What follows belongs to an exercise in optimizing a design on an open flow for small area, a short achievable clock period and few clock cycles per item; a production flow would make more cautious choices. In this exercise RTL edits were held to simulation tests only and were not proved equivalent to the original.

==> flow/design.v, too long to show whole: its modules and the start of the top module <==
// module dmrk_mulcs_ss: 3021 lines
// module dmrk_mulcs_su: 2929 lines
// module dmrk_wdiv: 63 lines
// module dmrk_core: 356 lines
// module density_matrix_rk4_step: 102 lines
module density_matrix_rk4_step
(
   input  logic                  clock,
   input  logic                  reset,
   input  logic                  req_valid,
   output logic                  req_ready,
   input  logic                  req_command,
   input  logic signed [31:0]    req_velocity,
   input  logic signed [31:0]    req_coupling_now,
   input  logic signed [31:0]    req_coupling_next,
   input  logic signed [31:0]    req_lower_energy_now,
   input  logic signed [31:0]    req_lower_energy_next,
   input  logic signed [31:0]    req_upper_energy_now,
   input  logic signed [31:0]    req_upper_energy_next,
   output logic                  rsp_valid,
   input  logic                  rsp_ready,
   output logic signed [31:0]    rsp_pop_lower_re,
   output logic signed [31:0]    rsp_pop_lower_im,
   output logic signed [31:0]    rsp_coher_up_re,
   output logic signed [31:0]    rsp_coher_up_im,
   output logic signed [31:0]    rsp_coher_down_re,
   output logic signed [31:0]    rsp_coher_down_im,
   output logic signed [31:0]    rsp_pop_upper_re,
   output logic signed [31:0]    rsp_pop_upper_im,
   input  logic                  psel,
   input  logic                  penable,
   input  logic                  pwrite,
   input  logic [dmrk_pkg::CSR_ADDR_W-1:0] paddr,
   input  logic [31:0]           pwdata,
   output logic [31:0]           prdata,
   output logic                  pready
);
  // ...
==> flow/run.sh <==
#!/bin/bash
# synth_recipe.tcl (not shown) runs the flow's synth.tcl, then flattens the netlist and writes it again
# the make line also repeats each setting of config.mk as NAME=value (left out here)
make -C /OpenROAD-flow-scripts/flow DESIGN_CONFIG=/design/flow/config.mk WORK_HOME=/design/flow/orfs CLKGATE_MAP_FILE= SYNTH_SCRIPT=/design/flow/synth_recipe.tcl finish
==> flow/config.mk <==
export PLATFORM = sky130hd
export DESIGN_NAME = density_matrix_rk4_step
export DESIGN_NICKNAME = density_matrix_rk4_step
export VERILOG_FILES = /design/flow/design.v
export SDC_FILE = /design/flow/constraint.sdc
export NUM_CORES = 4
export LEC_CHECK = 0
export ABC_CLOCK_PERIOD_IN_PS = 6000
export CAP_MARGIN = 40
export CORE_MARGIN = 2
export CORE_UTILIZATION = 40
export PLACE_DENSITY = 0.6
export SETUP_SLACK_MARGIN = 5
export SLEW_MARGIN = 30
==> flow/constraint.sdc <==
create_clock -name core_clock -period 12.0 [get_ports {clock}]
set_input_delay 2.4000 -clock core_clock [delete_from_list [all_inputs] [get_ports {clock}]]
set_output_delay 2.4000 -clock core_clock [all_outputs]
set_load 0.01 [all_outputs]
==> results_dict.tcl, run 1 <==
set metrics [dict create \
    post_cts_buffers 559 \
    crit_buf_inv 5 \
    status "finished clean" \
    synthCells 29600 \
    critical_path.startpoint "u_core.hc_ff[40]$_DFF_P_" \
    biggestCellCategory "multi-input combinational cells" \
    multi_input_area_share 0.623 \
    yosys.area_share.adder 0.389 \
    clock_latency_ns 1.07 \
    placed_cell_area_um2 277000 \
    die_h_um 808 \
    synthXorXnorAreaFrac 0.0317 \
    whs_path_depth 2 \
    n_all_buffers 2147 \
    yosysTopAreaCell "fa_1" \
    cp_max_fo 6 \
    nClkBuffers 387 \
    dp_slack_ns 2.02 \
    slowest_stage "fa_1" \
    synth-edff-count 706 \
    start_kind "flop" \
    clockRootBuffer "clkbuf_16" \
    endpoint_kind "flop" \
    met1Wirelength_mm 401 \
    cts-htree-levels 5 \
    vias 227000 \
    tightestPinTransition_ns 1.15 \
]
Testbench counts, summed over its fixed seeds: cycles 37,298, steps 1,600.
==> run 2: changes to the inputs <==
--- a/flow/config.mk
+++ b/flow/config.mk
@@ -10,5 +10,5 @@
 export CORE_MARGIN = 2
 export CORE_UTILIZATION = 40
 export PLACE_DENSITY = 0.6
-export SETUP_SLACK_MARGIN = 5
+export SETUP_SLACK_MARGIN = 4.5
 export SLEW_MARGIN = 30
==> run 2 against run 1 <==
  * Fmax down 3.4%
  * Final cell count down 1.1%
  * Still clean on timing, DRC and antenna
  * Worst setup slack worse by 0.27 ns
  * Critical path type unchanged
  * Largest cell class unchanged
  * Critical endpoint is now u_core.hkb_ff[111]$_DFF_P_
  * Global-route usage down 0.57 points
  * Flip-flop and latch count unchanged
==> results_dict.tcl, run 2 <==
set metrics [dict create \
    fin_setup_tns_ns 0 \
    io_buffers 552 \
    grt_pass1_vias 222000 \
    cp_max_fo 35 \
    hold_buffers 0 \
    path_class "flop to flop" \
    grt_max_degree 181 \
    finalCriticalPeriod_ns 7.78 \
    syn_to_final_growth_pct 16.1 \
    layout-drive-gt1-share 0.106 \
    hpwl_mm 789 \
    finalSetupViolations 0 \
    cts_buffers 285 \
    synth_nets 35500 \
    cts_tree "yes" \
    die_h_um 808 \
    overflow 0 \
    grtUsageTotal 0.319 \
    synthArstFlopShare 0 \
    synthCells 29600 \
    dr.pass1.iters 10 \
    clkTransAtPathRegs_ns 0.07 \
    totalWireLength_mm 1080 \
    crit_required_ns 12.88 \
    syn_area_per_cell_um2 8.73 \
    hold_path_class "flop to flop" \
    synthTopCellsByCount "inv_1, fa_1, nor2_1" \
    cts-htree-levels 5 \
    cp_common_cell "o21ai_2" \
    max_slew_margin 0.167 \
    hold_ws_ns 0.450 \
    fp.coreArea_um2 644000 \
    start_kind "flop" \
    yosysWarnings 3 \
    synth_cell_types 107 \
    synth_most_common_cell "inv_1" \
    grt_pass1_wl_mm 1530 \
    synth_area_leaders "fa_1, dfxtp_1, edfxtp_1" \
    place.gp.congestion 1.00 \
    largestRegisters "u_core.a_ff (256), u_core.rho_ff (256), u_core.y_ff (256)" \
    layout_commonest_cell "inv_1" \
    synth_flop_cell "dfxtp_1" \
    fin_skew_ns 0.126 \
    fp.dieW_um 808 \
    drt_iter0_markers 24100 \
    rsz0062_at_grt "yes" \
    slew_viol_final 0 \
    yosysTopAreaCell "fa_1" \
    drv_cap 0 \
    fmax_ghz 0.129 \
    endpoint_kind "flop" \
    ys_seq_area_frac 0.205 \
    dieArea_um2 652000 \
    synth-edff-count 706 \
    crit_buf_inv 7 \
    status "finished clean" \
    wire_per_inst_um 27.7 \
    clock_sinks 2298 \
    cp_data_arrival_time_ns 8.66 \
    timing.final.hold_violations 0 \
    tightestPinTransition_ns 1.25 \
    nets 36000 \
    fin_crit_sh 0.648 \
    io-pin-count 558 \
    clock_latency_ns 1.06 \
    vias 224000 \
    cts_buffer_depth 4 \
    critPathTopFamily "compound AO/OA/AOI/OAI gates" \
    rows 295 \
    ant_nets 0 \
    drc 0 \
    synth_top_cell_area_share 0.310 \
    grt_antenna_before_repair 124 \
    start_util 0.401 \
    ys_ff_latch 2298 \
    vias_per_cell 5.73 \
    syn_area_um2 258000 \
    clockRootBuffer "clkbuf_16" \
    mostFrequentLayoutCells "inv_1, fa_1, nor2_1" \
    slowest_stage "ha_4" \
    cpPeakStageDelay_ns 0.46 \
]
run 2: cell count changes in the layout (fill, tap and decap cells not counted), sizes merged, moves of 3 or more:
cell / previous run / this run
clkbuf: 432 / 409
inv: 4933 / 4930
clkinvlp: 14 / 9
buf: 1525 / 1125
clkinv: 63 / 84
bufbuf: 26 / 14
diode: 92 / 80
run 2: repair_timing:
item	in CTS	in global routing
endpoints found under the setup margin	903	810
resized for setup	857	932
gates cloned	38	28
buffers inserted	276	207
pin swaps	217	436
run 2: final cells by class:
type / instances / area [um2]
clock inverters: 124 / 1490
multi-input cells: 20900 / 189000
repair buffers: 1724 / 18600
flip-flops and latches: 2298 / 53400
clock buffers: 377 / 7980
well taps: 8613 / 10800
diodes: 80 / 200
fillers: 61400 / 344000
inverters: 4919 / 18500
run 2: final timing paths:
| path | startpoint | endpoint | slack [ns] | cells past startpoint |
|---|---|---|---|---|
| worst max-delay path | u_core.busy_ff$_SDFFE_PP0P_ | u_core.hkb_ff[111]$_DFF_P_ | 4.22 | 37 |
| worst min-delay path | u_core.a_ff[69]$_SDFF_PP0_ | u_core.rho_ff[69]$_SDFFE_PP0P_ | 0.45 | 2 |
| worst max register to register | u_core.busy_ff$_SDFFE_PP0P_ | u_core.hkb_ff[111]$_DFF_P_ | 4.22 | 37 |
| worst min register to register | u_core.a_ff[69]$_SDFF_PP0_ | u_core.rho_ff[69]$_SDFFE_PP0P_ | 0.45 | 2 |
run 2: per-layer routing:
layer | part of all wire | track usage | vias to the layer above
met3 | 0.13 | 0.104 | 3830
met4 | 0.085 | 0.208 | 84
met1 | 0.37 | 0.395 | 112000
li1 | - | - | 95000
met5 | 0.00072 | 0.00146 | -
met2 | 0.42 | 0.479 | 13300
run 2: per-stage QoR:
stage	instances	setup slack [ns]	instance area, um2	utilization
after detailed placement	37900	1.82	277000	0.430
after floorplan	29600	4.50	259000	-
final	39000	4.22	300000	0.466
after global placement	37800	1.84	275000	0.427
after CTS	38700	4.40	293000	0.455
after global routing	39000	4.16	300000	0.465
run 2: cell families (layout without fill, tap and decap cells):
group                      Yosys count  after routing  synth area share
and+or+nand+nor                   8760           8768             0.143
buffers and inverters             6425           7144            0.0936
adders and majority gates         5637           5637             0.389
AOI/OAI and AO/OA                 5346           5353             0.129
DFF                               2298           2298             0.205
xor gates and xnor gates           934            935            0.0317
muxes                              195            195           0.00872
other                                2             82         0.0000291
run 2: tightest hold or removal path, cell delays in order, from the launching register on:
cell	delay, ns
dfxtp_1	0.32
nand2_1	0.05
a21oi_1	0.05
==> run 3: changes to the inputs <==
--- a/flow/config.mk
+++ b/flow/config.mk
@@ -6,9 +6,9 @@
 export NUM_CORES = 4
 export LEC_CHECK = 0
 export ABC_CLOCK_PERIOD_IN_PS = 6000
-export CAP_MARGIN = 40
+export CAP_MARGIN = 30
 export CORE_MARGIN = 2
 export CORE_UTILIZATION = 40
 export PLACE_DENSITY = 0.6
 export SETUP_SLACK_MARGIN = 4.5
-export SLEW_MARGIN = 30
+export SLEW_MARGIN = 25
==> run 3 against run 2 <==
  * Sequential share of layout area grew 0.070 points
  * Synthesized area is the same
  * Wire length grew 0.93%
  * Critical endpoint is now u_core.y_ff[6]$_SDFF_PP0_
  * First-iteration DRC count grew 5.8%
  * Clock skew shrank 0.038 ns
==> results_dict.tcl, run 3 <==
set metrics [dict create \
    clockRootBuffer "clkbuf_16" \
    rsz0062_at_grt "yes" \
    syn_to_final_growth_pct 15.6 \
    place.gp.congestion 1.00 \
    endpoint_kind "flop" \
    yosysWarnings 3 \
    hpwl_mm 782 \
    synth_area_leaders "fa_1, dfxtp_1, edfxtp_1" \
    grt_max_degree 181 \
    synth-edff-count 706 \
    layout_commonest_cell "inv_1" \
    finalSetupViolations 0 \
    cts_buffers 288 \
    clkTransAtPathRegs_ns 0.06 \
    slew_viol_final 0 \
    layout-drive-gt1-share 0.101 \
    crit_buf_inv 8 \
    overflow 0 \
    synthCells 29600 \
    hold_ws_ns 0.409 \
    start_kind "flop" \
    tightestPinTransition_ns 1.14 \
    synth_top_cell_area_share 0.310 \
    fp.coreArea_um2 644000 \
    synthTopCellsByCount "inv_1, fa_1, nor2_1" \
    nets 36000 \
    vias_per_cell 5.75 \
    cpPeakStageDelay_ns 0.62 \
    crit_required_ns 12.83 \
    syn_area_per_cell_um2 8.73 \
    finalCriticalPeriod_ns 7.59 \
    cp_max_fo 7 \
    rows 295 \
    synth_most_common_cell "inv_1" \
    fin_setup_tns_ns 0 \
    hold_path_class "flop to flop" \
    syn_area_um2 258000 \
    ys_ff_latch 2298 \
    timing.final.hold_violations 0 \
    path_class "flop to flop" \
    grt_pass1_wl_mm 1530 \
    cts_buffer_depth 4 \
    grtUsageTotal 0.320 \
    status "finished clean" \
    busiest_layer "met2" \
    cts-htree-levels 5 \
    fmax_ghz 0.132 \
    cp_common_cell "buf_12" \
    die_h_um 808 \
    yosysTopAreaCell "fa_1" \
    fin_crit_sh 0.633 \
    fin_skew_ns 0.0871 \
    drv_cap 0 \
    wire_per_inst_um 28.0 \
    dieArea_um2 652000 \
    synth_cell_types 107 \
    synth_flop_cell "dfxtp_1" \
    start_util 0.401 \
    grt_use_met3 0.102 \
    met2_usage 0.479 \
    ys_seq_area_frac 0.205 \
    hold_buffers 0 \
    io-pin-count 558 \
    place_inst 37800 \
    cts_tree "yes" \
    dr.pass1.iters 9 \
    clock_latency_ns 1.06 \
    drt_iter0_markers 25400 \
    critPathTopFamily "compound AO/OA/AOI/OAI gates" \
    clock_sinks 2298 \
    ant_nets 0 \
    fp.dieW_um 808 \
    final_cells 39000 \
    synthArstFlopShare 0 \
    grt_use_met1 0.398 \
    vias 224000 \
    drc 0 \
    grt_antenna_before_repair 128 \
    slowest_stage "o311ai_4" \
    totalWireLength_mm 1090 \
    synth_nets 35500 \
    max_slew_margin 0.238 \
    largestRegisters "u_core.a_ff (256), u_core.rho_ff (256), u_core.y_ff (256)" \
    io_buffers 552 \
    grt_pass1_vias 222000 \
    post-route-util 0.464 \
    cp_data_arrival_time_ns 8.42 \
    fillers 61600 \
    mostFrequentLayoutCells "inv_1, fa_1, nor2_1" \
]
## run 3: final timing paths
| kind | start | end | slack, ns | cells after the start |
|---|---|---|---|---|
| worst max-delay path | u_core.hk_ff[18]$_DFF_P_ | u_core.y_ff[6]$_SDFF_PP0_ | 4.41 | 33 |
| worst min-delay path | u_core.a_ff[157]$_SDFF_PP0_ | u_core.rho_ff[157]$_SDFFE_PP0P_ | 0.41 | 2 |
| worst min register to register | u_core.a_ff[157]$_SDFF_PP0_ | u_core.rho_ff[157]$_SDFFE_PP0P_ | 0.41 | 2 |
| worst max register to register | u_core.hk_ff[18]$_DFF_P_ | u_core.y_ff[6]$_SDFF_PP0_ | 4.41 | 33 |
## run 3: through the flow
| stage | cell area, um2 | setup WS (ns) |
|---|---|---|
| 2_1_floorplan | 259000 | 4.50 |
| 3_3_place_gp | 275000 | 1.84 |
| 3_5_place_dp | 276000 | 1.87 |
| 4_1_cts | 292000 | 4.45 |
| 5_1_grt | 299000 | 4.23 |
| 6_report | 299000 | 4.41 |
## run 3: timing repair
action / in CTS / in global routing
pin swaps: 210 / 375
gates resized for setup: 770 / 848
cloned: 37 / 46
setup endpoints to repair: 923 / 813
setup buffers: 258 / 233
endpoints found under the hold margin: 0 / 0
## run 3: layout make-up
cell class	instances	area [um2]	share of cell area
multi-input combinational	20900	189000	0.632
antenna	86	215	0.000720
timing repair buffer	1656	17200	0.0575
tap	8613	10800	0.0361
clock buffer	367	7930	0.0265
inverter	4919	18500	0.0619
clock inverter	151	1870	0.00625
sequential	2298	53400	0.179
## run 3: worst register-to-register path, delay by kind of cell, from the launching register on
kind | cells | cell delay, ns
AND/OR/NAND/NOR | 2 | 0.38
AO/OA/AOI/OAI | 19 | 4.48
flip-flops | 1 | 0.31
buffers and inverters | 8 | 1.02
adder cells (fa/ha/maj) | 3 | 1.04
XOR/XNOR | 1 | 0.18
## run 3: metal layers
layer / up-vias / routed length [um]
li1: 94900 / -
met1: 112000 / 399000
met2: 13600 / 459000
met3: 3991 / 138000
met4: 77 / 94000
met5: - / 590
## run 3: kinds of logic after synthesis
kind of cell / after synthesis / synth area share
other cells: 2 / 0.0000291
buf+inv: 6425 / 0.0936
fa+ha+maj: 5637 / 0.389
flops: 2298 / 0.205
mux: 195 / 0.00872
simple gates: 8760 / 0.143
compound gates: 5346 / 0.129
xor+xnor: 934 / 0.0317
==> module dmrk_core, before the edit <==
module dmrk_core
(
   input  logic              clock,
   input  logic              reset,
   input  logic              start,        
   input  logic              start_lower,  
   input  logic              slot_free,    
   input  logic signed [31:0] velocity,
   input  logic signed [31:0] coupling_now,
   input  logic signed [31:0] coupling_next,
   input  logic signed [31:0] lower_energy_now,
   input  logic signed [31:0] lower_energy_next,
   input  logic signed [31:0] upper_energy_now,
   input  logic signed [31:0] upper_energy_next,
   input  logic [30:0]       step_size,
   input  logic [30:0]       wt_third,
   input  logic [30:0]       wt_sixth,
   output logic              busy,
   output logic              can_start,    
   output logic              done,         
   output logic [7:0][31:0]  rho
);
   localparam logic [4:0] T_COMMIT = 5'd27;
   logic             busy_ff, lower_ff, nxt_ff, nlow_ff, cpend_ff;
   logic [4:0]       t_ff;
   logic [7:0][31:0] rho_ff, a_ff, y_ff;
   logic signed [31:0] v_ff, g0_ff, g1_ff, l0_ff, l1_ff, u0_ff, u1_ff;
   logic signed [31:0] g_ff, de_ff, vg_ff;
   logic [1:0][32:0] eq_ff;             
   logic [1:0][31:0] f_ff, s_ff, d1_ff, d2_ff, p_ff;
   typedef enum logic [2:0] {F_NONE, F_VG, F_E1, F_E2, F_Q, F_P} fop_type;
   typedef enum logic [1:0] {H_NONE, H_D1, H_D2, H_P} hop_type;
   typedef enum logic [1:0] {K_ADV, K_WT, K_LAST} hkind_type;
   function automatic fop_type fop_at(input logic [4:0] tt);
      case (tt)
         5'd1, 5'd6, 5'd12, 5'd18, 5'd25: fop_at = F_VG;
         5'd2, 5'd8, 5'd14, 5'd20:   fop_at = F_E1;
         5'd3, 5'd9, 5'd15, 5'd21:   fop_at = F_Q;
         5'd4, 5'd10, 5'd16, 5'd22:  fop_at = F_P;
         5'd5, 5'd11, 5'd17, 5'd23:  fop_at = F_E2;
         default:                    fop_at = F_NONE;
      endcase
   endfunction
   function automatic hop_type hop_at(input logic [4:0] tt);
      case (tt)
         5'd5, 5'd8, 5'd11, 5'd14, 5'd17, 5'd20, 5'd23: hop_at = H_D1;
         5'd6, 5'd9, 5'd12, 5'd15, 5'd18, 5'd21, 5'd24: hop_at = H_P;
         5'd7, 5'd10, 5'd13, 5'd16, 5'd19, 5'd22, 5'd25: hop_at = H_D2;
         default:                                       hop_at = H_NONE;
      endcase
   endfunction
   function automatic hkind_type hop_kind(input logic [4:0] tt);
      case (tt)
         5'd5, 5'd6, 5'd7, 5'd11, 5'd12, 5'd13, 5'd17, 5'd18, 5'd19: hop_kind = K_ADV;
         5'd23, 5'd24, 5'd25: hop_kind = K_LAST;
         default: hop_kind = K_WT;
      endcase
   endfunction
   function automatic logic [1:0] hop_csel(input logic [4:0] tt);
      case (tt)
         5'd5, 5'd6, 5'd7, 5'd11, 5'd12, 5'd13:    hop_csel = 2'd0;
         5'd17, 5'd18, 5'd19:                      hop_csel = 2'd1;
         5'd14, 5'd15, 5'd16, 5'd20, 5'd21, 5'd22: hop_csel = 2'd2;
         default:                                  hop_csel = 2'd3;
      endcase
   endfunction
   function automatic logic [30:0] csel_val(input logic [1:0] sel, input logic [30:0] h,
                                            input logic [30:0] w3, input logic [30:0] w6);
      case (sel)
         2'd0:    csel_val = {1'b0, h[30:1]};
         2'd1:    csel_val = h;
         2'd2:    csel_val = w3;
         default: csel_val = w6;
      endcase
   endfunction
   logic [4:0]  t;
   fop_type     f_op1, f_op2_ff;
   hop_type     h_op1, h_op2_ff;
   hkind_type   h_kind2_ff;
   logic [1:0]  h_csel2_ff;
   logic [30:0] h_c1, h_c2;
   logic        prep_d, prep_s, prep_gde, prep_de0, mid_next, window, wrap, commit_now;
   assign t = t_ff;
   always_comb begin
      f_op1 = F_NONE;
      h_op1 = H_NONE;
      if (busy_ff) begin
         f_op1 = fop_at(t);
         h_op1 = hop_at(t);
         if (t == 5'd25 && !nxt_ff) f_op1 = F_NONE;
      end
      h_c1     = csel_val(hop_csel(t), step_size, wt_third, wt_sixth);
      prep_d   = busy_ff && (t == 5'd2 || t == 5'd8 || t == 5'd14 || t == 5'd20);
      prep_s   = busy_ff && (t == 5'd3 || t == 5'd9 || t == 5'd15 || t == 5'd21);
      prep_gde = busy_ff && (t == 5'd5 || t == 5'd11 || t == 5'd17);
      mid_next = (t != 5'd17);
      prep_de0 = busy_ff && (t == 5'd1 || (t == 5'd25 && nxt_ff));
      window   = busy_ff && !lower_ff && !nxt_ff && !nlow_ff &&
                 (t == 5'd23 || t == 5'd24);
      wrap     = busy_ff && nxt_ff && (t == 5'd25);
      commit_now = busy_ff && ((cpend_ff && t == 5'd3) || (t == T_COMMIT && slot_free));
   end
   assign can_start = !busy_ff || window || (busy_ff && t == T_COMMIT && !nlow_ff);
   always_ff @(posedge clock) begin
      if (reset) begin
         f_op2_ff <= F_NONE;
         h_op2_ff <= H_NONE;
      end else begin
         f_op2_ff <= f_op1;
         h_op2_ff <= h_op1;
      end
      h_kind2_ff <= hop_kind(t);
   end
   logic [1:0][31:0] fx, fy, hx;
   logic [1:0][63:0] fs_w, fc_w, hs_w, hc_w;
   logic [1:0][47:0] fs_ff, fc_ff;
   logic [1:0][63:0] hs_ff, hc_ff;
   logic [1:0]       fc16_ff;
   logic [1:0][32:0] hk_ff, h_k;
   logic [1:0][56:0] hkb_ff;
   logic [1:0][31:0] hbp_ff, hbn_ff;
   logic [1:0][31:0] f_r, f_d1, f_d2, h_pos, h_neg, hb_pos, hb_neg;
   for (genvar L = 0; L < 2; L++) begin : g_lane
      always_comb begin
         case (f_op1)
            F_VG:    begin fx[L] = v_ff;  fy[L] = g_ff;  end
            F_E1:    begin fx[L] = de_ff; fy[L] = y_ff[3 - L]; end
            F_E2:    begin fx[L] = de_ff; fy[L] = y_ff[5 - L]; end
            F_Q:     begin fx[L] = vg_ff; fy[L] = f_ff[L]; end
            F_P:     begin fx[L] = vg_ff; fy[L] = s_ff[L]; end
            default: begin fx[L] = vg_ff; fy[L] = s_ff[L]; end
         endcase
         case (h_op1)
            H_D1:    hx[L] = d1_ff[L];
            H_D2:    hx[L] = d2_ff[L];
            default: hx[L] = p_ff[L];
         endcase
      end
      dmrk_mulcs_ss u_ftree (.a(fx[L]), .b(fy[L]), .s(fs_w[L]), .c(fc_w[L]));
      dmrk_mulcs_su u_htree (.a(hx[L]), .b(h_c1), .s(hs_w[L]), .c(hc_w[L]));
      logic [16:0] f_lo;
      assign h_k[L] = 33'h0_0100_0002 - ((hx[L] == 32'h8000_0000) ? {2'b0, h_c1} : 33'd0);
      assign f_lo = {1'b0, fs_w[L][15:0]} + {1'b0, fc_w[L][15:0]};
      always_ff @(posedge clock) begin
         fs_ff[L]   <= fs_w[L][63:16];
         fc_ff[L]   <= fc_w[L][63:16];
         fc16_ff[L] <= f_lo[16];
         hs_ff[L]   <= hs_w[L];
         hc_ff[L]   <= hc_w[L];
         hk_ff[L]   <= h_k[L];
         hbp_ff[L]  <= hb_pos[L];
         hbn_ff[L]  <= hb_neg[L];
         hkb_ff[L]  <= {{24{h_k[L][32]}}, h_k[L]} + {{1{hb_neg[L][31]}}, hb_neg[L], 24'd0};
      end
      logic [63:0] fs64, fc64, fb1, fb2, fs1, fc1, fs2, fc2, fns, fnc;
      logic [47:0] f_t, f_u1, f_u2;
      logic        f_ovf;
      logic [32:0] f_b2;
      always_comb begin
         fs64 = {16'd0, fs_ff[L]};
         fc64 = {16'd0, fc_ff[L]};
         f_t  = fs_ff[L] + fc_ff[L] + {47'd0, fc16_ff[L]};
         fb1  = {{23{eq_ff[L][32]}}, eq_ff[L], 8'd0};
         fs1  = dmrk_pkg::csa_s(fs64, fc64, fb1);
         fc1  = dmrk_pkg::csa_c(fs64, fc64, fb1);
         f_u1 = fs1[47:0] + fc1[47:0] + {47'd0, fc16_ff[L]};
         fb2  = {{23{eq_ff[L][32]}}, eq_ff[L], 8'd0};
         fns  = (L == 0) ? ~fs64 : fs64;
         fnc  = (L == 0) ? ~fc64 : fc64;
         fs2  = dmrk_pkg::csa_s(fns, fnc, fb2);
         fc2  = dmrk_pkg::csa_c(fns, fnc, fb2);
         f_u2 = fs2[47:0] + fc2[47:0] + ((L == 0) ? {47'd0, ~fc16_ff[L]} : {47'd0, fc16_ff[L]});
         f_ovf   = (f_t[47:39] != {9{f_t[39]}});
         f_r[L]  = dmrk_pkg::sat40(f_t[47:8]);
         f_d1[L] = f_ovf ? dmrk_pkg::sat_ext(f_t[47], eq_ff[L]) : dmrk_pkg::sat40(f_u1[47:8]);
         f_b2    = eq_ff[L];
         f_d2[L] = f_ovf ? dmrk_pkg::sat_ext((L == 0) ? !f_t[47] : f_t[47], f_b2)
                         : dmrk_pkg::sat40(f_u2[47:8]);
      end
      logic [63:0] hbp, hk, hkb, hs1, hc1, hs2, hc2, hs3, hc3;
      logic [63:0] h_t, h_u, h_tn, h_un;
      logic        h_ovf, h_ovfn;
      always_comb begin
         hbp  = {{8{hbp_ff[L][31]}}, hbp_ff[L], 24'd0};
         hk   = {{31{hk_ff[L][32]}}, hk_ff[L]};
         hkb  = {{7{hkb_ff[L][56]}}, hkb_ff[L]};
         h_t  = hs_ff[L] + hc_ff[L];
         hs1  = dmrk_pkg::csa_s(hs_ff[L], hc_ff[L], hbp);
         hc1  = dmrk_pkg::csa_c(hs_ff[L], hc_ff[L], hbp);
         h_u  = hs1 + hc1;
         hs2  = dmrk_pkg::csa_s(~hs_ff[L], ~hc_ff[L], hk);
         hc2  = dmrk_pkg::csa_c(~hs_ff[L], ~hc_ff[L], hk);
         h_tn = hs2 + hc2;
         hs3  = dmrk_pkg::csa_s(~hs_ff[L], ~hc_ff[L], hkb);
         hc3  = dmrk_pkg::csa_c(~hs_ff[L], ~hc_ff[L], hkb);
         h_un = hs3 + hc3;
         h_ovf  = (h_t[63:55] != {9{h_t[55]}});
         h_ovfn = (h_tn[63:55] != {9{h_tn[55]}});
         h_pos[L] = h_ovf  ? dmrk_pkg::sat_ext(h_t[63],  {hbp_ff[L][31], hbp_ff[L]})
                           : dmrk_pkg::sat40(h_u[63:24]);
         h_neg[L] = h_ovfn ? dmrk_pkg::sat_ext(h_tn[63], {hbn_ff[L][31], hbn_ff[L]})
                           : dmrk_pkg::sat40(h_un[63:24]);
      end
   end
   logic [7:0][31:0] y_in, a_in, rho_in;
   hkind_type h_kind1;
   always_comb begin
      h_kind1 = hop_kind(t);
      for (int L = 0; L < 2; L++) begin
         case (h_op1)
            H_D1:    hb_pos[L] = (h_kind1 == K_ADV) ? rho_ff[2 + L] : a_ff[2 + L];
            H_D2:    hb_pos[L] = (h_kind1 == K_ADV) ? rho_ff[4 + L] : a_ff[4 + L];
            default: hb_pos[L] = (h_kind1 == K_ADV) ? rho_ff[6 + L] : a_ff[6 + L];
         endcase
         hb_neg[L] = (h_kind1 == K_ADV) ? rho_ff[L] : a_ff[L];
      end
   end
   always_comb begin
      y_in   = y_ff;
      a_in   = a_ff;
      rho_in = rho_ff;
      done   = 1'b0;
      for (int L = 0; L < 2; L++) begin
         case (h_op2_ff)
            H_D1: begin
               if (h_kind2_ff != K_WT)  y_in[2 + L] = h_pos[L];
               if (h_kind2_ff != K_ADV) a_in[2 + L] = h_pos[L];
            end
            H_D2: begin
               if (h_kind2_ff != K_WT)  y_in[4 + L] = h_pos[L];
               if (h_kind2_ff != K_ADV) a_in[4 + L] = h_pos[L];
            end
            H_P: begin
               if (h_kind2_ff != K_WT) begin
                  y_in[6 + L] = h_pos[L];
                  y_in[L]     = h_neg[L];
               end
               if (h_kind2_ff != K_ADV) begin
                  a_in[6 + L] = h_pos[L];
                  a_in[L]     = h_neg[L];
               end
            end
            default: ;
         endcase
      end
      if (commit_now) begin
         done = 1'b1;
         if (lower_ff) begin
            for (int k = 0; k < 8; k++) begin
               rho_in[k] = '0;
               a_in[k]   = '0;
               y_in[k]   = '0;
            end
            rho_in[0] = dmrk_pkg::Q_ONE;
            a_in[0]   = dmrk_pkg::Q_ONE;
            y_in[0]   = dmrk_pkg::Q_ONE;
         end else begin
            rho_in = a_ff;
         end
      end
   end
   always_ff @(posedge clock) begin
      if (reset) begin
         for (int k = 0; k < 8; k++) begin
            rho_ff[k] <= (k == 0) ? dmrk_pkg::Q_ONE : '0;
            a_ff[k]   <= (k == 0) ? dmrk_pkg::Q_ONE : '0;
            y_ff[k]   <= (k == 0) ? dmrk_pkg::Q_ONE : '0;
         end
      end else begin
         rho_ff <= rho_in;
         a_ff   <= a_in;
         y_ff   <= y_in;
      end
   end
   always_ff @(posedge clock) begin
      if (start) begin
         v_ff  <= velocity;
         g0_ff <= coupling_now;
         g1_ff <= coupling_next;
         l0_ff <= lower_energy_now;
         l1_ff <= lower_energy_next;
         u0_ff <= upper_energy_now;
         u1_ff <= upper_energy_next;
         g_ff  <= coupling_now;
      end else if (prep_de0) begin
         de_ff <= dmrk_pkg::sat_sub(l0_ff, u0_ff);
      end else if (prep_gde) begin
         if (mid_next) begin
            g_ff  <= dmrk_pkg::half(g0_ff, g1_ff);
            de_ff <= dmrk_pkg::sat_sub(dmrk_pkg::half(l0_ff, l1_ff), dmrk_pkg::half(u0_ff, u1_ff));
         end else begin
            g_ff  <= g1_ff;
            de_ff <= dmrk_pkg::sat_sub(l1_ff, u1_ff);
         end
      end
      if (f_op2_ff == F_VG) begin
         vg_ff <= f_r[0];
      end
      for (int L = 0; L < 2; L++) begin
         if (prep_d) f_ff[L] <= dmrk_pkg::sat_sub(y_ff[L], y_ff[6 + L]);
         if (prep_s) s_ff[L] <= dmrk_pkg::sat_add(y_ff[2 + L], y_ff[4 + L]);
         case (f_op2_ff)
            F_E1: eq_ff[L] <= (L == 0) ? {f_r[L][31], f_r[L]} : -{f_r[L][31], f_r[L]};
            F_Q: begin
               d1_ff[L] <= f_d1[L];
               eq_ff[L] <= (L == 0) ? {f_r[L][31], f_r[L]} + 33'd1 : {f_r[L][31], f_r[L]};
            end
            F_P:  p_ff[L]  <= f_r[L];
            F_E2: d2_ff[L] <= f_d2[L];
            default: ;
         endcase
      end
   end
   always_ff @(posedge clock) begin
      if (reset) begin
         busy_ff  <= 1'b0;
         lower_ff <= 1'b0;
         nxt_ff   <= 1'b0;
         nlow_ff  <= 1'b0;
         cpend_ff <= 1'b0;
         t_ff     <= '0;
      end else begin
         if (cpend_ff && t_ff == 5'd4) begin
            cpend_ff <= 1'b0;
         end
         if (start && window) begin
            nxt_ff  <= !start_lower;
            nlow_ff <= start_lower;
            t_ff    <= t_ff + 5'd1;
         end else if (start) begin
            busy_ff  <= 1'b1;
            lower_ff <= start_lower;
            t_ff     <= start_lower ? T_COMMIT : 5'd1;
         end else if (wrap) begin
            nxt_ff   <= 1'b0;
            cpend_ff <= 1'b1;
            t_ff     <= 5'd2;
         end else if (busy_ff) begin
            if (t_ff == T_COMMIT) begin
               if (slot_free) begin
                  if (nlow_ff) begin
                     nlow_ff  <= 1'b0;
                     lower_ff <= 1'b1;
                  end else begin
                     busy_ff <= 1'b0;
                  end
               end
            end else begin
               t_ff <= t_ff + 5'd1;
            end
         end
      end
   end
   assign busy = busy_ff;
   assign rho  = rho_ff;
endmodule
==> run 4: changes to the inputs <==
--- a/flow/design.v
+++ b/flow/design.v
@@ -6107,47 +6107,47 @@
    output logic              done,         
    output logic [7:0][31:0]  rho
 );
-   localparam logic [4:0] T_COMMIT = 5'd27;
+   localparam logic [4:0] T_COMMIT = 5'd28;
    logic             busy_ff, lower_ff, nxt_ff, nlow_ff, cpend_ff;
    logic [4:0]       t_ff;
    logic [7:0][31:0] rho_ff, a_ff, y_ff;
    logic signed [31:0] v_ff, g0_ff, g1_ff, l0_ff, l1_ff, u0_ff, u1_ff;
-   logic signed [31:0] g_ff, de_ff, vg_ff;
+   logic signed [31:0] de_ff, vg_ff;
    logic [1:0][32:0] eq_ff;             
-   logic [1:0][31:0] f_ff, s_ff, d1_ff, d2_ff, p_ff;
+   logic [1:0][31:0] fxo_ff, fyo_ff, d1_ff, d2_ff, p_ff;
    typedef enum logic [2:0] {F_NONE, F_VG, F_E1, F_E2, F_Q, F_P} fop_type;
    typedef enum logic [1:0] {H_NONE, H_D1, H_D2, H_P} hop_type;
    typedef enum logic [1:0] {K_ADV, K_WT, K_LAST} hkind_type;
    function automatic fop_type fop_at(input logic [4:0] tt);
       case (tt)
-         5'd1, 5'd6, 5'd12, 5'd18, 5'd25: fop_at = F_VG;
-         5'd2, 5'd8, 5'd14, 5'd20:   fop_at = F_E1;
-         5'd3, 5'd9, 5'd15, 5'd21:   fop_at = F_Q;
-         5'd4, 5'd10, 5'd16, 5'd22:  fop_at = F_P;
-         5'd5, 5'd11, 5'd17, 5'd23:  fop_at = F_E2;
+         5'd1, 5'd7, 5'd13, 5'd19, 5'd25: fop_at = F_VG;
+         5'd3, 5'd9, 5'd15, 5'd21:   fop_at = F_E1;
+         5'd4, 5'd10, 5'd16, 5'd22:  fop_at = F_Q;
+         5'd5, 5'd11, 5'd17, 5'd23:  fop_at = F_P;
+         5'd6, 5'd12, 5'd18, 5'd24:  fop_at = F_E2;
          default:                    fop_at = F_NONE;
       endcase
    endfunction
    function automatic hop_type hop_at(input logic [4:0] tt);
       case (tt)
-         5'd5, 5'd8, 5'd11, 5'd14, 5'd17, 5'd20, 5'd23: hop_at = H_D1;
-         5'd6, 5'd9, 5'd12, 5'd15, 5'd18, 5'd21, 5'd24: hop_at = H_P;
-         5'd7, 5'd10, 5'd13, 5'd16, 5'd19, 5'd22, 5'd25: hop_at = H_D2;
+         5'd6, 5'd9, 5'd12, 5'd15, 5'd18, 5'd21, 5'd24: hop_at = H_D1;
+         5'd7, 5'd10, 5'd13, 5'd16, 5'd19, 5'd22, 5'd25: hop_at = H_P;
+         5'd8, 5'd11, 5'd14, 5'd17, 5'd20, 5'd23, 5'd26: hop_at = H_D2;
          default:                                       hop_at = H_NONE;
       endcase
    endfunction
    function automatic hkind_type hop_kind(input logic [4:0] tt);
       case (tt)
-         5'd5, 5'd6, 5'd7, 5'd11, 5'd12, 5'd13, 5'd17, 5'd18, 5'd19: hop_kind = K_ADV;
-         5'd23, 5'd24, 5'd25: hop_kind = K_LAST;
+         5'd6, 5'd7, 5'd8, 5'd12, 5'd13, 5'd14, 5'd18, 5'd19, 5'd20: hop_kind = K_ADV;
+         5'd24, 5'd25, 5'd26: hop_kind = K_LAST;
          default: hop_kind = K_WT;
       endcase
    endfunction
    function automatic logic [1:0] hop_csel(input logic [4:0] tt);
       case (tt)
-         5'd5, 5'd6, 5'd7, 5'd11, 5'd12, 5'd13:    hop_csel = 2'd0;
-         5'd17, 5'd18, 5'd19:                      hop_csel = 2'd1;
-         5'd14, 5'd15, 5'd16, 5'd20, 5'd21, 5'd22: hop_csel = 2'd2;
+         5'd6, 5'd7, 5'd8, 5'd12, 5'd13, 5'd14:    hop_csel = 2'd0;
+         5'd18, 5'd19, 5'd20:                      hop_csel = 2'd1;
+         5'd15, 5'd16, 5'd17, 5'd21, 5'd22, 5'd23: hop_csel = 2'd2;
          default:                                  hop_csel = 2'd3;
       endcase
    endfunction
@@ -6165,30 +6165,35 @@
    hop_type     h_op1, h_op2_ff;
    hkind_type   h_kind2_ff;
    logic [1:0]  h_csel2_ff;
-   logic [30:0] h_c1, h_c2;
-   logic        prep_d, prep_s, prep_gde, prep_de0, mid_next, window, wrap, commit_now;
+   logic [30:0] h_c1, hcop_ff;
+   logic        prep_gde, prep_de0, mid_next, window, wrap, commit_now;
+   fop_type     f_ld;           
    assign t = t_ff;
    always_comb begin
       f_op1 = F_NONE;
       h_op1 = H_NONE;
+      f_ld  = F_NONE;
       if (busy_ff) begin
+         f_ld  = fop_at(t + 5'd1);
          f_op1 = fop_at(t);
          h_op1 = hop_at(t);
          if (t == 5'd25 && !nxt_ff) f_op1 = F_NONE;
+         if (t == 5'd26 && nxt_ff) f_ld = F_E1;
       end
-      h_c1     = csel_val(hop_csel(t), step_size, wt_third, wt_sixth);
-      prep_d   = busy_ff && (t == 5'd2 || t == 5'd8 || t == 5'd14 || t == 5'd20);
-      prep_s   = busy_ff && (t == 5'd3 || t == 5'd9 || t == 5'd15 || t == 5'd21);
-      prep_gde = busy_ff && (t == 5'd5 || t == 5'd11 || t == 5'd17);
-      mid_next = (t != 5'd17);
+      h_c1     = hcop_ff;
+      prep_gde = busy_ff && (t == 5'd6 || t == 5'd12 || t == 5'd18);
+      mid_next = (t != 5'd18);
       prep_de0 = busy_ff && (t == 5'd1 || (t == 5'd25 && nxt_ff));
       window   = busy_ff && !lower_ff && !nxt_ff && !nlow_ff &&
-                 (t == 5'd23 || t == 5'd24);
-      wrap     = busy_ff && nxt_ff && (t == 5'd25);
-      commit_now = busy_ff && ((cpend_ff && t == 5'd3) || (t == T_COMMIT && slot_free));
+                 (t == 5'd24);
+      wrap     = busy_ff && nxt_ff && (t == 5'd26);
+      commit_now = busy_ff && ((cpend_ff && t == 5'd4) || (t == T_COMMIT && slot_free));
    end
    assign can_start = !busy_ff || window || (busy_ff && t == T_COMMIT && !nlow_ff);
    always_ff @(posedge clock) begin
+      hcop_ff <= csel_val(hop_csel(t + 5'd1), step_size, wt_third, wt_sixth);
+   end
+   always_ff @(posedge clock) begin
       if (reset) begin
          f_op2_ff <= F_NONE;
          h_op2_ff <= H_NONE;
@@ -6208,15 +6213,33 @@
    logic [1:0][31:0] hbp_ff, hbn_ff;
    logic [1:0][31:0] f_r, f_d1, f_d2, h_pos, h_neg, hb_pos, hb_neg;
    for (genvar L = 0; L < 2; L++) begin : g_lane
+      always_ff @(posedge clock) begin
+         if (start) begin
+            fxo_ff[L] <= velocity;
+            fyo_ff[L] <= coupling_now;
+         end else begin
+            case (f_ld)
+               F_VG: begin
+                  fxo_ff[L] <= v_ff;
+                  fyo_ff[L] <= mid_next ? dmrk_pkg::half(g0_ff, g1_ff) : g1_ff;
+               end
+               F_E1: begin fxo_ff[L] <= de_ff; fyo_ff[L] <= y_ff[3 - L]; end
+               F_E2: begin fxo_ff[L] <= de_ff; fyo_ff[L] <= y_ff[5 - L]; end
+               F_Q: begin
+                  fxo_ff[L] <= vg_ff;
+                  fyo_ff[L] <= dmrk_pkg::sat_sub(y_ff[L], y_ff[6 + L]);
+               end
+               F_P: begin
+                  fxo_ff[L] <= vg_ff;
+                  fyo_ff[L] <= dmrk_pkg::sat_add(y_ff[2 + L], y_ff[4 + L]);
+               end
+               default: ;
+            endcase
+         end
+      end
+      assign fx[L] = fxo_ff[L];
+      assign fy[L] = fyo_ff[L];
       always_comb begin
-         case (f_op1)
-            F_VG:    begin fx[L] = v_ff;  fy[L] = g_ff;  end
-            F_E1:    begin fx[L] = de_ff; fy[L] = y_ff[3 - L]; end
-            F_E2:    begin fx[L] = de_ff; fy[L] = y_ff[5 - L]; end
-            F_Q:     begin fx[L] = vg_ff; fy[L] = f_ff[L]; end
-            F_P:     begin fx[L] = vg_ff; fy[L] = s_ff[L]; end
-            default: begin fx[L] = vg_ff; fy[L] = s_ff[L]; end
-         endcase
          case (h_op1)
             H_D1:    hx[L] = d1_ff[L];
             H_D2:    hx[L] = d2_ff[L];
@@ -6251,7 +6274,7 @@
          fs1  = dmrk_pkg::csa_s(fs64, fc64, fb1);
          fc1  = dmrk_pkg::csa_c(fs64, fc64, fb1);
          f_u1 = fs1[47:0] + fc1[47:0] + {47'd0, fc16_ff[L]};
-         fb2  = {{23{eq_ff[L][32]}}, eq_ff[L], 8'd0};
+         fb2  = {{23{eq_ff[L][32]}}, eq_ff[L], 8'd0} + ((L == 0) ? 64'h100 : 64'd0);
          fns  = (L == 0) ? ~fs64 : fs64;
          fnc  = (L == 0) ? ~fc64 : fc64;
          fs2  = dmrk_pkg::csa_s(fns, fnc, fb2);
@@ -6260,7 +6283,7 @@
          f_ovf   = (f_t[47:39] != {9{f_t[39]}});
          f_r[L]  = dmrk_pkg::sat40(f_t[47:8]);
          f_d1[L] = f_ovf ? dmrk_pkg::sat_ext(f_t[47], eq_ff[L]) : dmrk_pkg::sat40(f_u1[47:8]);
-         f_b2    = eq_ff[L];
+         f_b2    = (L == 0) ? eq_ff[L] + 33'd1 : eq_ff[L];
          f_d2[L] = f_ovf ? dmrk_pkg::sat_ext((L == 0) ? !f_t[47] : f_t[47], f_b2)
                          : dmrk_pkg::sat40(f_u2[47:8]);
       end
@@ -6368,15 +6391,13 @@
          l1_ff <= lower_energy_next;
          u0_ff <= upper_energy_now;
          u1_ff <= upper_energy_next;
-         g_ff  <= coupling_now;
-      end else if (prep_de0) begin
+      end
+      if (prep_de0) begin
          de_ff <= dmrk_pkg::sat_sub(l0_ff, u0_ff);
       end else if (prep_gde) begin
          if (mid_next) begin
-            g_ff  <= dmrk_pkg::half(g0_ff, g1_ff);
             de_ff <= dmrk_pkg::sat_sub(dmrk_pkg::half(l0_ff, l1_ff), dmrk_pkg::half(u0_ff, u1_ff));
          end else begin
-            g_ff  <= g1_ff;
             de_ff <= dmrk_pkg::sat_sub(l1_ff, u1_ff);
          end
       end
@@ -6384,13 +6405,11 @@
          vg_ff <= f_r[0];
       end
       for (int L = 0; L < 2; L++) begin
-         if (prep_d) f_ff[L] <= dmrk_pkg::sat_sub(y_ff[L], y_ff[6 + L]);
-         if (prep_s) s_ff[L] <= dmrk_pkg::sat_add(y_ff[2 + L], y_ff[4 + L]);
          case (f_op2_ff)
             F_E1: eq_ff[L] <= (L == 0) ? {f_r[L][31], f_r[L]} : -{f_r[L][31], f_r[L]};
             F_Q: begin
                d1_ff[L] <= f_d1[L];
-               eq_ff[L] <= (L == 0) ? {f_r[L][31], f_r[L]} + 33'd1 : {f_r[L][31], f_r[L]};
+               eq_ff[L] <= {f_r[L][31], f_r[L]};
             end
             F_P:  p_ff[L]  <= f_r[L];
             F_E2: d2_ff[L] <= f_d2[L];
@@ -6421,7 +6440,7 @@
          end else if (wrap) begin
             nxt_ff   <= 1'b0;
             cpend_ff <= 1'b1;
-            t_ff     <= 5'd2;
+            t_ff     <= 5'd3;
          end else if (busy_ff) begin
             if (t_ff == T_COMMIT) begin
                if (slot_free) begin
--- a/flow/config.mk
+++ b/flow/config.mk
@@ -6,9 +6,9 @@
 export NUM_CORES = 4
 export LEC_CHECK = 0
 export ABC_CLOCK_PERIOD_IN_PS = 6000
-export CAP_MARGIN = 30
+export CAP_MARGIN = 40
 export CORE_MARGIN = 2
 export CORE_UTILIZATION = 40
 export PLACE_DENSITY = 0.6
-export SETUP_SLACK_MARGIN = 4.5
-export SLEW_MARGIN = 25
+export SETUP_SLACK_MARGIN = 5
+export SLEW_MARGIN = 30
==> run 4 against run 3 <==
  * Largest cell class unchanged
  * Final cell count increased by 2.9%
  * Wire length down 0.98%
  * Flip-flop and latch count shrank 39
  * Still clean
  * Clock-buffer cell count is 5 lower
  * Global-route usage shrank 1.2 points
  * Critical path type unchanged
  * Critical path depth is 1 lower
  * Non-clock buffer count is 99 lower
  * Utilization decreased by 0.39 points
==> results_dict.tcl, run 4 <==
set metrics [dict create \
    hold_path_class "flop to flop" \
    start_util 0.402 \
    io-pin-count 558 \
    ff2ff_setup_slack_ns 4.45 \
    synth_nets 36500 \
    clockRootBuffer "clkbuf_16" \
    ff2ff_path_depth 32 \
    synth_cell_types 115 \
    holdPathEnd "u_core.hbp_ff[19]$_DFF_P_" \
    overflow 0 \
    yosysWarnings 3 \
    ys_ff_latch 2259 \
    start_kind "flop" \
    largest_register_ffs 256 \
    finalCriticalPeriod_ns 7.55 \
    whs_path_depth 2 \
    rows 301 \
    ant_nets 0 \
    final_cells 40100 \
    synth_area_leaders "fa_1, dfxtp_1, inv_1" \
    syn_to_final_growth_pct 14.5 \
    path_class "flop to flop" \
    io_buffers 552 \
    grt_antenna_before_repair 154 \
    synthCells 30600 \
    grtUsageTotal 0.308 \
    timing.rr.end "u_core.d2_ff[15]$_DFFE_PN_" \
    post-route-util 0.460 \
    synthTopCellsByCount "inv_1, fa_1, nand2_1" \
    max_slew_margin 0.243 \
    largestRegisters "u_core.rho_ff (256), u_core.a_ff (255), u_core.y_ff (255)" \
    fmax_ghz 0.132 \
    vias_per_cell 5.60 \
    mostFrequentLayoutCells "inv_1, fa_1, nand2_1" \
    vias 225000 \
    yosysTopAreaCell "fa_1" \
    synth_flop_cell "dfxtp_1" \
    clock_sinks 2259 \
    drv_cap 0 \
    dr.pass1.iters 6 \
    grt_pass1_wl_mm 1540 \
    finalSetupViolations 0 \
    endpoint_kind "flop" \
    cts_buffers 288 \
    hold_buffers 0 \
    cts_tree "yes" \
    fillers 64600 \
    fp.coreArea_um2 672000 \
    r2r-start "u_core.fs_ff[3]$_DFF_P_" \
    rsz0062_at_grt "yes" \
    cts_buffer_depth 4 \
    cts-htree-levels 5 \
    hpwl_mm 785 \
    timing.final.hold_violations 0 \
    synth-edff-count 641 \
    place_inst 39000 \
    syn_area_per_cell_um2 8.83 \
    status "finished clean" \
    drt_iter0_markers 22400 \
    crit_required_ns 12.75 \
    clock_latency_ns 1.06 \
    wire_per_inst_um 26.9 \
    cp_max_fo 8 \
    layout_commonest_cell "inv_1" \
    synthArstFlopShare 0 \
    synth_top_cell_area_share 0.297 \
    cp_data_arrival_time_ns 8.30 \
    totalWireLength_mm 1080 \
    clkTransAtPathRegs_ns 0.06 \
    fin_skew_ns 0.176 \
    cpPeakStageDelay_ns 0.59 \
    ys_seq_area_frac 0.191 \
    slew_viol_final 0 \
    hold_start "u_core.a_ff[211]$_SDFF_PP0_" \
    fin_crit_sh 0.629 \
    registers.top_by_ff_count "u_core.rho_ff" \
    nets 36800 \
    dieArea_um2 681000 \
    layout-drive-gt1-share 0.0939 \
    drc 0 \
    synth_most_common_cell "inv_1" \
    grt_pass1_vias 225000 \
    fin_setup_tns_ns 0 \
    slowest_stage "mux4_2" \
    tightestPinTransition_ns 1.13 \
    place.gp.congestion 1.19 \
    fp.dieW_um 825 \
    die_h_um 825 \
    grt_max_degree 198 \
    syn_area_um2 270000 \
]
[run 4: cell types whose count changed after synthesis, moves of 90 or more]
| cell | previous run | this run |
|---|---|---|
| and2_1 | 112 | 2511 |
| nor2_1 | 3662 | 1379 |
| inv_1 | 4915 | 5517 |
| nor2b_1 | 224 | 801 |
| nand2_1 | 3391 | 2890 |
| nor3b_1 | 17 | 279 |
| a21oi_1 | 1999 | 1740 |
| o21ai_0 | 1047 | 834 |
| a22o_1 | 59 | 204 |
| nand3_1 | 273 | 364 |
| a21o_1 | 421 | 511 |
[run 4: what timing repair did]
| item | 4_1_cts | 5_1_grt |
|---|---|---|
| pin swaps | 256 | 389 |
| setup buffers | 225 | 198 |
| cloned | 33 | 22 |
| gates resized for setup | 861 | 854 |
| endpoints found under the setup margin | 864 | 715 |
[run 4: cells by family after synthesis]
group                    count (synthesis)  synth area share
AND/OR/NAND/NOR                       9332             0.177
buffers and inverters                 7062            0.0985
adder cells (fa/ha/maj)               5643             0.373
AO/OA/AOI/OAI                         5151             0.123
flip-flops                            2259             0.191
XOR/XNOR                               975            0.0316
multiplexers                           130           0.00562
other                                    2         0.0000278
[run 4: area by class of cell]
cell class | count | area, um2 | share of cell area
inverter | 5518 | 20800 | 0.0673
clock inverter | 155 | 1780 | 0.00575
clock buffer | 362 | 7860 | 0.0255
antenna | 97 | 243 | 0.000786
timing repair buffer | 1557 | 16100 | 0.0522
tap | 8938 | 11200 | 0.0362
sequential | 2259 | 52000 | 0.168
multi-input combinational | 21200 | 199000 | 0.644
[run 4: layer usage]
metal	vias to the layer above	global-route usage	part of all wire
li1	97300	-	-
met1	114000	0.394	0.39
met2	11200	0.477	0.44
met3	2722	0.0776	0.10
met4	72	0.172	0.071
met5	-	0.00203	0.00064
[run 4: how the worst max path moves through the flow]
stage	end	cells past startpoint	slack (ns)	from
6_report	u_core.d2_ff[15]$_DFFE_PN_	32	4.45	u_core.fs_ff[3]$_DFF_P_
2_1_floorplan	u_core.d1_ff[20]$_DFFE_PP_	32	4.50	u_core.fs_ff[3]$_DFF_P_
4_1_cts	u_core.d2_ff[15]$_DFFE_PN_	32	4.53	u_core.fc_ff[1]$_DFF_P_
3_3_place_gp	u_core.hkb_ff[54]$_DFF_P_	31	2.08	u_core.busy_ff$_SDFFE_PP0P_
3_5_place_dp	u_core.hkb_ff[54]$_DFF_P_	31	2.03	u_core.busy_ff$_SDFFE_PP0P_
5_1_grt	u_core.d2_ff[15]$_DFFE_PN_	32	4.38	u_core.fs_ff[3]$_DFF_P_
[run 4: metrics by stage]
step / setup WS, ns / hold slack, ns / cell area, um2
finish: 4.45 / 0.385 / 309000
global route: 4.38 / 0.434 / 309000
CTS: 4.53 / 0.397 / 302000
detailed placement: 2.03 / 0.442 / 287000
global placement: 2.08 / 0.435 / 286000
floorplan: 4.50 / 0.425 / 270000
[run 4: worst max-delay path, delay by kind of cell, from the launching register on]
family	cells	cell delay (ns)
and+or+nand+nor	3	0.69
muxes	1	0.59
AOI/OAI and AO/OA	20	4.13
DFF	1	0.35
adders and majority gates	3	0.72
buffers and inverters	4	0.63
xor gates and xnor gates	1	0.12
Testbench counts of run 4, summed over its fixed seeds: cycles 37,364, steps 1,600.

[afterwards: timing with drivers on the ports]
Ports are ideal in the flow. The routed layouts listed here were re-timed in OpenROAD.
Step 1 (the two cells are an assumption about what drives the block):
set clk [get_ports {clock}]
set_driving_cell -lib_cell sky130_fd_sc_hd__clkbuf_16 $clk
set_driving_cell -lib_cell sky130_fd_sc_hd__buf_2 [delete_from_list [all_inputs] $clk]
Step 2 adds t to the input delays and takes it off the output delays; t is the mean of the earliest and latest rising clock arrival at the registers after step 1. Input paths then give back, and output paths get back, about the clock's delay inside the block.
a / b / c = no drivers / after step 1 / after step 2; a / b = the first two.
| run | t (ns) | slack for setup (ns) | worst hold slack (ns) |
|---|---|---|---|
| run 1 | 1.144 | 4.487 / 4.487 / 4.487 | 0.456 / 0.456 / 0.456 |
| run 2 | 1.141 | 4.220 / 4.220 / 4.220 | 0.450 / 0.450 / 0.450 |
| run 3 | 1.151 | 4.406 / 4.406 / 4.406 | 0.409 / 0.409 / 0.409 |
| run 4 | 1.105 | 4.448 / 4.448 / 4.448 | 0.385 / 0.385 / 0.385 |
After both steps every run listed still meets setup and hold.
